Source: an optimization exercise on an open RTL-to-GDS flow (aim: small area, a short achievable clock period and few clock cycles per item). Production flows keep margins and buffers that such runs may drop.
Only simulation tests tie the RTL to the original design; equivalence was not proved.

==> flow/design.v (excerpt) <==
module subbytes_stream
#(
   parameter int LANES      = 16,
   parameter int CNT_W      = 32
) (
   input  logic                    clk,
   input  logic                    rst,
   input  logic                    in_valid,
   output logic                    in_ready,
   input  logic [aes_pkg::BYTE_W*LANES-1:0] in_data,
   input  logic                    in_inv,
   input  logic                    in_last,
   output logic                    out_valid,
   input  logic                    out_ready,
   output logic [aes_pkg::BYTE_W*LANES-1:0] out_data,
   output logic                    out_last,
   output logic [CNT_W-1:0]        beat_count
);
   localparam int W1 = 12;
   localparam int W2 = 8;
   logic [W1*LANES-1:0] s1_d, s1_q;
   logic [W2*LANES-1:0] s2_d, s2_q;
   logic [2:1] inv_q, last_q, valid_q;
   logic load, in_fire;
   logic [CNT_W-1:0] cnt_q, cnt_d;
   genvar gi;
   for (gi = 0; gi < LANES; gi++) begin : g_lane
      sbox_st0 u_st0 (.si(in_data[aes_pkg::BYTE_W*gi +: aes_pkg::BYTE_W]), .inv(in_inv), .so(s1_d[W1*gi +: W1]));
  ...
For scale: about 300 I/O pins.
Settings: LEC_CHECK=0, ABC_CLOCK_PERIOD_IN_PS=100000, CAP_MARGIN=20, CORE_MARGIN=2, CORE_UTILIZATION=45, CTS_BUF_LIST=sky130_fd_sc_hd__clkbuf_4 sky130_fd_sc_hd__clkbuf_8, PLACE_DENSITY=0.6, SETUP_SLACK_MARGIN=2.3, SLEW_MARGIN=20, SYNTH_HIERARCHICAL=1, SYNTH_MINIMUM_KEEP_SIZE=0; clock period 5.5 ns.
standard.sh (not shown) runs the stock make flow with config.mk's settings and CLKGATE_MAP_FILE= SYNTH_SCRIPT=/design/flow/synth_recipe.tcl, a recipe that flattens the netlist after the stock synthesis.
==> flow/flow/run.sh <==
#!/bin/bash
# The standard layout (standard.sh), except that the port buffers that
# buffer_ports inserts are sky130_fd_sc_hd__buf_2 cells instead of its default pick.
set -euo pipefail
export BUFFER_PORTS_ARGS="-buffer_cell sky130_fd_sc_hd__buf_2"
bash standard.sh > standard_make.log 2>&1
Testbench counts at the start, summed over its fixed seeds: cycles 4,112, items 4,096.
Then changed:
Settings changed: ABC_CLOCK_PERIOD_IN_PS 100000 to default, SETUP_SLACK_MARGIN 2.3 to 2.45.
Non-clock buffer count grows by 46.
Die area does not change.
Design area grows by 4.9%.
Fmax grows by 0.63%.
Synthesized cell count stays the same.
Via count grows by 2.3%.
Worst hold slack loses 0.0045 ns.
Register-to-register slack barely changes.

---

Another version of the RTL of subbytes_stream (not shown whole).
==> flow/config.mk <==
export PLATFORM = sky130hd
export DESIGN_NAME = subbytes_stream
export DESIGN_NICKNAME = subbytes_stream
export VERILOG_FILES = /design/flow/design.v
export SDC_FILE = /design/flow/constraint.sdc
export NUM_CORES = 8
export LEC_CHECK = 0
export CAP_MARGIN = 20
export CORE_MARGIN = 2
export CORE_UTILIZATION = 45
export CTS_BUF_LIST = sky130_fd_sc_hd__clkbuf_4 sky130_fd_sc_hd__clkbuf_8
export PLACE_DENSITY = 0.6
export SETUP_SLACK_MARGIN = 2.2
export SLEW_MARGIN = 20
export SYNTH_HIERARCHICAL = 1
export SYNTH_MINIMUM_KEEP_SIZE = 0
==> flow/constraint.sdc <==
create_clock -name core_clock -period 5.5 [get_ports {clk}]
set_input_delay 1.1000 -clock core_clock [delete_from_list [all_inputs] [get_ports {clk}]]
set_output_delay 1.1000 -clock core_clock [all_outputs]
set_load 0.01 [all_outputs]
Scripts as last shown in full above: flow/flow/run.sh
Testbench counts at the start, summed over its fixed seeds: cycles 4,112, items 4,096.
Then changed:
Settings changed: CORE_UTILIZATION 45 to 55, PLACE_DENSITY 0.6 to 0.7, SETUP_SLACK_MARGIN 2.2 to 2.25.
Outcome: Cell count goes down by 4.0%. Clock skew goes down by 0.012 ns. Register-to-register slack is better by 0.03 ns. Worst hold slack is worse by 0.0047 ns. Setup slack is worse by 0.062 ns. Synthesized area stays the same. Routed wire length goes up by 1.7%. Utilization goes up by 12 points. Global-route usage goes up by 4.1 points.
Then changed:
--- a/flow/flow/run.sh
+++ b/flow/flow/run.sh
@@ -5,2 +5,3 @@
 export BUFFER_PORTS_ARGS="-buffer_cell sky130_fd_sc_hd__buf_2"
+export RECOVER_POWER=100
 bash standard.sh > standard_make.log 2>&1
Settings changed: CORE_UTILIZATION 55 to 45, PLACE_DENSITY 0.7 to 0.6, SETUP_SLACK_MARGIN 2.25 to 2.2.
=> The new run finished with max-capacitance violations, max-slew violations left; worst hold slack improved by 0.0049 ns; fmax is lower by about a fifth; first-iteration DRC count is lower by a quarter to a third; setup slack got worse by 0.95 ns; sequential cell count stays the same.
Then changed:
--- a/flow/flow/run.sh
+++ b/flow/flow/run.sh
@@ -5,3 +5,2 @@
 export BUFFER_PORTS_ARGS="-buffer_cell sky130_fd_sc_hd__buf_2"
-export RECOVER_POWER=100
 bash standard.sh > standard_make.log 2>&1
Settings changed: CTS_BUF_LIST sky130_fd_sc_hd__clkbuf_4 sky130_fd_sc_hd__clkbuf_8 to sky130_fd_sc_hd__clkbuf_4.
With this change the flow ran to the end with no violations.
Fmax went up by 30%.
Count of clock-buffer cells in the layout went up by 48.
Critical path depth went down by 6.
Global-route usage went up by 0.90 points.
Register-to-register slack gains 0.60 ns.
Via count went up by 1.6%.
First-iteration DRC count went up by 17%.
Synthesized cell count stays the same.
Worst setup slack gains 0.96 ns.
Then changed:
Settings changed: CTS_BUF_LIST sky130_fd_sc_hd__clkbuf_4 to sky130_fd_sc_hd__clkbuf_4 sky130_fd_sc_hd__clkbuf_8, CTS_CLUSTER_DIAMETER from default to 60, CTS_CLUSTER_SIZE from default to 30.
Outcome: Setup slack got worse by 0.025 ns; worst hold slack improved by 0.054 ns; non-clock buffer count is higher by 3; cell count came out lower by 2.1%; design area goes down by about 1%; via count decreases by about 2%.

---

subbytes_stream again, from the RTL that the note above started with.
export LEC_CHECK = 0
export CAP_MARGIN = 20
export CORE_MARGIN = 2
export CORE_UTILIZATION = 45
export CTS_BUF_LIST = sky130_fd_sc_hd__clkbuf_4 sky130_fd_sc_hd__clkbuf_8
export PLACE_DENSITY = 0.6
export SETUP_SLACK_MARGIN = 2.3
export SLEW_MARGIN = 20
export SYNTH_HIERARCHICAL = 1
export SYNTH_MINIMUM_KEEP_SIZE = 0
create_clock -name core_clock -period 5.5 [get_ports {clk}]
==> flow/flow/run.sh <==
#!/bin/bash
# The standard layout (standard.sh), except that the port buffers that
# buffer_ports inserts are sky130_fd_sc_hd__buf_1 cells instead of its default pick.
set -euo pipefail
export BUFFER_PORTS_ARGS="-buffer_cell sky130_fd_sc_hd__buf_1"
bash standard.sh > standard_make.log 2>&1
Testbench counts at the start, summed over its fixed seeds: cycles 4,112, items 4,096.
Edit:
==> flow/flow/run.sh (replaced) <==
#!/bin/bash
# The standard layout (standard.sh), except that the port buffers that
# buffer_ports inserts are sky130_fd_sc_hd__buf_2 cells instead of its default pick.
set -euo pipefail
export BUFFER_PORTS_ARGS="-buffer_cell sky130_fd_sc_hd__buf_2"
bash standard.sh > standard_make.log 2>&1
--- a/flow/config.mk
+++ b/flow/config.mk
@@ -8,8 +8,8 @@
 export CAP_MARGIN = 20
 export CORE_MARGIN = 2
-export CORE_UTILIZATION = 45
+export CORE_UTILIZATION = 35
 export CTS_BUF_LIST = sky130_fd_sc_hd__clkbuf_4 sky130_fd_sc_hd__clkbuf_8
-export PLACE_DENSITY = 0.6
-export SETUP_SLACK_MARGIN = 2.3
+export PLACE_DENSITY = 0.5
+export SETUP_SLACK_MARGIN = 2.25
 export SLEW_MARGIN = 20
 export SYNTH_HIERARCHICAL = 1
Outcome:
- The new run completed without violations
- count of clock-buffer cells in the layout is higher by 2
- worst setup slack gains 7.4 ps
- register-to-register slack is better by 20 ps
- wire length came out higher by a few percent
- critical path depth goes down by 1
Edit:
--- a/flow/config.mk
+++ b/flow/config.mk
@@ -8,8 +8,8 @@
 export CAP_MARGIN = 20
 export CORE_MARGIN = 2
-export CORE_UTILIZATION = 35
+export CORE_UTILIZATION = 45
 export CTS_BUF_LIST = sky130_fd_sc_hd__clkbuf_4 sky130_fd_sc_hd__clkbuf_8
-export PLACE_DENSITY = 0.5
-export SETUP_SLACK_MARGIN = 2.25
+export PLACE_DENSITY = 0.6
+export SETUP_SLACK_MARGIN = 2.45
 export SLEW_MARGIN = 20
 export SYNTH_HIERARCHICAL = 1
=> The new run completed with no timing, DRC or antenna violations; worst hold slack is better by 6.0 ps; final cell count falls by a few percent; core utilization climbs by 16 points.

---

Setup of run 1:
RTL: one of the versions met above, not the one the previous note started from.
For scale: about 3300 cells after synthesis, about 360 flip-flops, about 300 I/O pins.
Settings: LEC_CHECK=0, CAP_MARGIN=20, CORE_MARGIN=2, CORE_UTILIZATION=45, CTS_BUF_LIST=sky130_fd_sc_hd__clkbuf_4 sky130_fd_sc_hd__clkbuf_8, CTS_CLUSTER_DIAMETER=80, CTS_CLUSTER_SIZE=20, PLACE_DENSITY=0.6, SETUP_SLACK_MARGIN=2.4, SLEW_MARGIN=20, SYNTH_HIERARCHICAL=1, SYNTH_MINIMUM_KEEP_SIZE=0; clock period 5.5 ns.
==> flow/flow/run.sh <==
#!/bin/bash
# The standard layout (standard.sh), except that the port buffers that
# buffer_ports inserts are sky130_fd_sc_hd__buf_2 cells instead of its default pick.
set -euo pipefail
export BUFFER_PORTS_ARGS="-buffer_cell sky130_fd_sc_hd__buf_2"
bash standard.sh > standard_make.log 2>&1
Testbench counts of run 1, summed over its fixed seeds: cycles 4,112, items 4,096.
[inputs] run 2 vs run 1
Settings: a deleted CTS_CLUSTER_SIZE that had been 20; a change of SETUP_SLACK_MARGIN from 2.4 to 2.3; an added TNS_END_PERCENT of 20; a deleted CTS_CLUSTER_DIAMETER that had been 80.
Results
Run 2: HPWL after detailed placement is about 0.33% lower than what run 1 reported.
Going from run 1 to run 2, the number of cells on the critical path was found to have gone up by 5.
Run 2: done, clean on timing, DRC and antenna
When run 2 is measured against run 1, its worst clock skew turns out 0.014 ns higher.
Here is what was changed in the inputs of run 3 compared with run 2.
Settings: a change of CORE_UTILIZATION from 45 to 40; a deleted TNS_END_PERCENT that had been 20; an added CTS_CLUSTER_DIAMETER of 80; an added CTS_CLUSTER_SIZE of 20; a change of PLACE_DENSITY from 0.6 to 0.55.
### Flow results
Status: synthesized instance count parity (run 2, run 3)
Run 2 → run 3: fraction of the core area covered by cells at the end of the flow shows a reduction of 5.9 points.
In summary, run 3 completed successfully, with a layout that passed the timing, design-rule and antenna checks.
Per the comparison of run 3 with run 2, count of buffer and inverter cells on the critical path now smaller; sequential share of layout area held steady; via density per instance moved down; clock skew went down by 0.0062 ns.
Looking at critical path depth, run 3 sits below run 2.
Startpoint of the most critical setup path = in_inv: run 2; startpoint of the most critical setup path = s2_q[32]: run 3
Die boundary height (run 3 over run 2): increase, 6.0%
On wire length: run 3 sits above run 2.
> inputs changed (run 3 -> run 4)
Settings: a deleted CTS_CLUSTER_SIZE that had been 20; a deleted CTS_CLUSTER_DIAMETER that had been 80; a change of PLACE_DENSITY from 0.55 to 0.65; a change of CORE_UTILIZATION from 40 to 50.
--- outcome ---
The final layout from run 4, which completed every stage, passed the timing, design-rule and antenna checks at the end of the flow. The clock buffer count in the final layout in run 4 was higher than what run 3 gave. Diff run 3 -> run 4 | setup slack | decrease of 0.026 ns. In the tables for run 3 and run 4, non-clock buffer count reads higher with run 3. Going from run 3 to run 4, depth of the worst register-to-register path grows by 1.
Here is what was changed in the inputs of run 5 compared with run 4.
Settings: PLACE_DENSITY: 0.65 -> 0.6; CORE_UTILIZATION: 50 -> 45.
- Relative to run 4, the final clock period utilization by the worst path of run 5 is lower by 0.94 points.
- Run 4 → run 5: via count now sits lower, global-route wire length before repair saw a decrease, starting density of the core now smaller.
- Compared with run 4, run 5 shows final RePlAce weighted congestion lower by 4.7%.
> inputs changed (run 5 -> run 6)
Settings: putting CTS_CLUSTER_DIAMETER at 100 where nothing was set; swapping sky130_fd_sc_hd__clkbuf_4 sky130_fd_sc_hd__clkbuf_8 for sky130_fd_sc_hd__clkbuf_8 sky130_fd_sc_hd__clkbuf_16 in CTS_BUF_LIST; putting CTS_CLUSTER_SIZE at 20 where nothing was set.
### Flow results
Run 5 has higher setup slack than run 6.
Between run 6 and run 5, it is run 6 whose clock input transition at the sequential cells of the worst setup and hold paths is higher, by 0.03 ns.
On run 6: final-layout clock buffer total is 72 lower than what run 5 gave.
Between run 5 and run 6, number of resized instances in the post-cts repair step is higher for run 5, run 6 comes in under that.
Final cell area: run 6 below run 5
Diff run 5 -> run 6 | sequential share of layout area | increase of 0.35 points
Number of H-tree levels: run 6 vs run 5 down 2
[diff] first-iteration DRC count, run 6 relative to run 5: regression

---

## job 101
Another version of the RTL of subbytes_stream (not shown whole).
Size: about 3400 cells after synthesis, ~300 I/O pins, ~34000 um2 of cells after synthesis.
clock: 5.5 ns
lec_check: 0
cap_margin: 20
core_margin: 2
core_utilization: 45
place_density: 0.6
setup_slack_margin: 1.8
slew_margin: 20
synth_hierarchical: 1
synth_minimum_keep_size: 0
Scripts as last shown in full above: flow/flow/run.sh
Testbench counts of job 101, summed over its fixed seeds: cycles 4,112, items 4,096.
Here is what was changed in the inputs of job 102 compared with job 101.
Settings: CTS_BUF_LIST newly set to sky130_fd_sc_hd__clkbuf_4 sky130_fd_sc_hd__clkbuf_8; SETUP_SLACK_MARGIN changed from 1.8 to 2.2.
Results
Job 102 finished every step from synthesis to the final layout, and the layout passed the timing, design-rule and antenna checks. Critical path depth in job 102 vs job 101: down 6. On overall global routing resource usage: job 102 sits above job 101. Compared to job 101, job 102 leaves less free space in the core. The standard cell area after detailed placement reported for job 102 is greater than that of job 101 by 2.2%. Job 102 against job 101; wire length is up by a few percent. Multi-input gate share of total cell area ended up 0.67 points higher on job 102 than on job 101.
Inputs modified between job 102 and job 103:
Settings: swapping 2.2 for 2.5 in SETUP_SLACK_MARGIN; clearing CTS_BUF_LIST, which used to be sky130_fd_sc_hd__clkbuf_4 sky130_fd_sc_hd__clkbuf_8.
==> comparison <==
The run showing the greater count of cells resized by post-cts repair is job 103.
When job 103 is set beside job 102, its utilization turns out to be 7.7 points larger.
Delta (job 103 minus job 102): number of vias per cell after detailed routing increased 0.041; hold slack essentially unchanged; detailed route wirelength on metal2 increased about 16%; total global-route track usage increased 1.1 points; share of the clock period used by the worst path decreased 4.4 points.
### job 103 -> job 104
Settings: swapping 2.5 for 2.3 in SETUP_SLACK_MARGIN.
--- outcome ---
Compared job 103 against job 104; instance count after placement with tap cells included within noise.
~same synthesized-area fraction occupied by and/or/nand/nor cells in job 104 and job 103
The detailed route wirelength on metal2 of job 104 falls short of that of job 103 by 9.9%.
Job 104 vs job 103 — non-clock buffer count dropped about 30%.
diff inputs: job 104 => job 105
Settings: SETUP_SLACK_MARGIN changed from 2.3 to 2.1.
Findings:
Job 104 completed; timing, DRC and antenna clean
Job 105: PASS, flow complete, no timing, DRC or antenna violations
When job 105 is measured against job 104, its sequential share of layout area turns out 0.94 points higher.
Data arrival time of the critical path was higher in job 105 than in job 104.
On first-iteration DRC count, the lower figure sits with job 105, not job 104.
Between job 104 and job 105, post-CTS resize count decreased.
The setup slack number comes out lower for job 105 vs job 104.
Per the comparison of job 105 with job 104, peak clock frequency supported by timing moved down, layout overhead on the synthesized area moved down, proportion of cell area occupied by multi-input gates moved down, count of placed standard cells including taps level.

---

v56:
RTL: one of the versions met above, not the one the previous note started from.
Size in the first run: ~3300 cells after synthesis, roughly 300 I/O pins, roughly 34000 um^2 of cells after synthesis.
clock: 5.5 ns
lec_check: 0
cap_margin: 20
core_margin: 2
core_utilization: 45
cts_buf_list: sky130_fd_sc_hd__clkbuf_4 sky130_fd_sc_hd__clkbuf_8
gpl_routability_driven: 0
place_density: 0.6
setup_slack_margin: 2.3
slew_margin: 20
synth_hierarchical: 1
synth_minimum_keep_size: 0
Scripts as last shown in full above: flow/flow/run.sh
Testbench counts of v56, summed over its fixed seeds: cycles 4,112, items 4,096.
Input-level comparison between v48 and v56:
Settings: TNS_END_PERCENT: unset -> 50; GPL_ROUTABILITY_DRIVEN: 0 -> unset.
- Summary of v48 over v56: register fraction of the total cell area increased by 0.29 points relative to the old numbers; final setup slack of the worst path fell by 0.12 ns; final routed wire length divided by cell count lower.
- v48: PASS, flow complete, no timing, DRC or antenna violations
- Compared with v56, v48 shows a higher number of signal-net buffers in the layout.
- As far as count of placed standard cells in the final layout, fillers left out is concerned, v56 and v48 perform about the same.
- v48 vs v56: share of the clock period used by the worst path after layout up in v48
- Relative to v56, maximum frequency from static timing analysis has decreased by 3.6% in v48.
- Re measured slew at the worst slew-check pin: v56 and v48 aren't equal, and the lower value belongs to v48.
diff inputs: v48 => v58
Settings: CORE_UTILIZATION now 55, was 45; PLACE_DENSITY now 0.7, was 0.6; CTS_CLUSTER_SIZE now 20, previously not set; TNS_END_PERCENT no longer set, was 50; CTS_CLUSTER_DIAMETER now 80, previously not set.
### Flow results
- v58 completed every stage of the flow, and the final layout passed the timing, design-rule and antenna checks.
- Against v48, v58 comes in 4 lower on count of cell instances traversed by the critical path.
- Total routing usage reported by global routing: v48 and v58 compared, lower one is v48
- Looking only at first-pass GRT wire length, and setting everything else aside, the higher value of v48 and v58 goes to v58.
Input-level comparison between v26 and v58:
Settings: SETUP_SLACK_MARGIN: 2.3 -> 2.2; CORE_UTILIZATION: 55 -> 45; PLACE_DENSITY: 0.7 -> 0.6.
Findings:
Diff v58 and v26: post-layout worst setup margin higher in v58
v26 vs v58 — layout clock buffer count climbed by a few percent
[compare] base=v58 new=v26: path length in cells of the critical path has increased; utilization has decreased; portion of the clock cycle consumed by the worst path in the final layout has increased; routed wire length has decreased.
v58 → v26: overall die area increased about 22%; sequential share of layout area saw an increase.
The following lists how v5 was set up differently from v26:
Settings: a change of SETUP_SLACK_MARGIN from 2.2 to 2.3; a change of CTS_CLUSTER_DIAMETER from 80 to 100; a change of CTS_BUF_LIST from sky130_fd_sc_hd__clkbuf_4 sky130_fd_sc_hd__clkbuf_8 to sky130_fd_sc_hd__clkbuf_8 sky130_fd_sc_hd__clkbuf_16; a change of CTS_CLUSTER_SIZE from 20 to 30.
==> results.txt <==
Measured against each other, v5 and v26 differ in global-route track usage on met1, the higher figure coming from v5.
s1_q[11] as the capture point of the worst path was reported by v26, and out_data[107] by v5.
Looking only at data arrival time of the critical path, and setting everything else aside, the higher value of v5 and v26 goes to v26.
Every stage of the flow completed for v5, and the final layout passed the timing, design-rule and antenna checks.
v5 ends up with lower clock latency on the worst-skew pair than v26 does.

afterwards: timing with drivers on the ports:
The results above use ideal ports. As a check the final layouts listed here were re-extracted and re-timed, cells and wires unchanged. Step 1 assumes that a clkbuf_16 drives the clock port and a buf_2 every other input. Step 2, shift: input delay + t, output delay - t, t = (earliest + latest rising clock arrival at the registers) / 2. This alone moves slack from input paths to output paths. a / b / c = no drivers / after step 1 / after step 2; a / b = the first two.
run	t, ns	setup slack, ns	slew at the worst register clock pin (ns)
the first run of note 1	0.686	2.426 / 2.214 / 1.528	0.06 / 0.06
the second run of note 1	0.663	2.445 / 2.308 / 1.645	0.07 / 0.07
the first run of note 2	0.674	2.311 / 2.252 / 1.619	0.06 / 0.06
the second run of note 2	0.712	2.249 / 2.247 / 1.535	0.07 / 0.07
the third run of note 2	0.675	1.303 / 1.167 / 0.492	0.06 / 0.06
the fourth run of note 2	0.850	2.267 / 2.211 / 1.481	0.08 / 0.08
the fifth run of note 2	0.659	2.242 / 2.209 / 1.550	0.12 / 0.12
the first run of note 3	0.661	2.276 / 2.295 / 1.633	0.07 / 0.07
the second run of note 3	0.735	2.284 / 2.288 / 1.553	0.07 / 0.07
the third run of note 3	0.683	2.503 / 2.308 / 1.624	0.07 / 0.07
run 1	0.726	2.444 / 2.384 / 1.658	0.12 / 0.12
run 2	0.662	2.274 / 2.268 / 1.606	0.07 / 0.07
run 3	0.714	2.400 / 2.307 / 1.593	0.13 / 0.13
run 4	0.665	2.374 / 2.202 / 1.538	0.06 / 0.06
run 5	0.686	2.426 / 2.214 / 1.528	0.06 / 0.06
run 6	0.641	2.392 / 2.169 / 1.528	0.09 / 0.09
job 101	0.631	1.963 / 1.957 / 1.326	0.06 / 0.06
job 102	0.690	2.233 / 2.176 / 1.540	0.06 / 0.06
job 103	0.621	2.474 / 2.350 / 1.728	0.06 / 0.06
job 104	0.623	2.301 / 2.186 / 1.562	0.06 / 0.06
job 105	0.619	2.187 / 2.190 / 1.570	0.06 / 0.06
v56	0.686	2.426 / 2.214 / 1.528	0.06 / 0.06
v48	0.664	2.310 / 2.195 / 1.531	0.06 / 0.06
v58	0.681	2.367 / 2.309 / 1.633	0.12 / 0.12
v26	0.716	2.303 / 2.284 / 1.578	0.12 / 0.12
v5	0.635	2.409 / 2.185 / 1.550	0.10 / 0.10
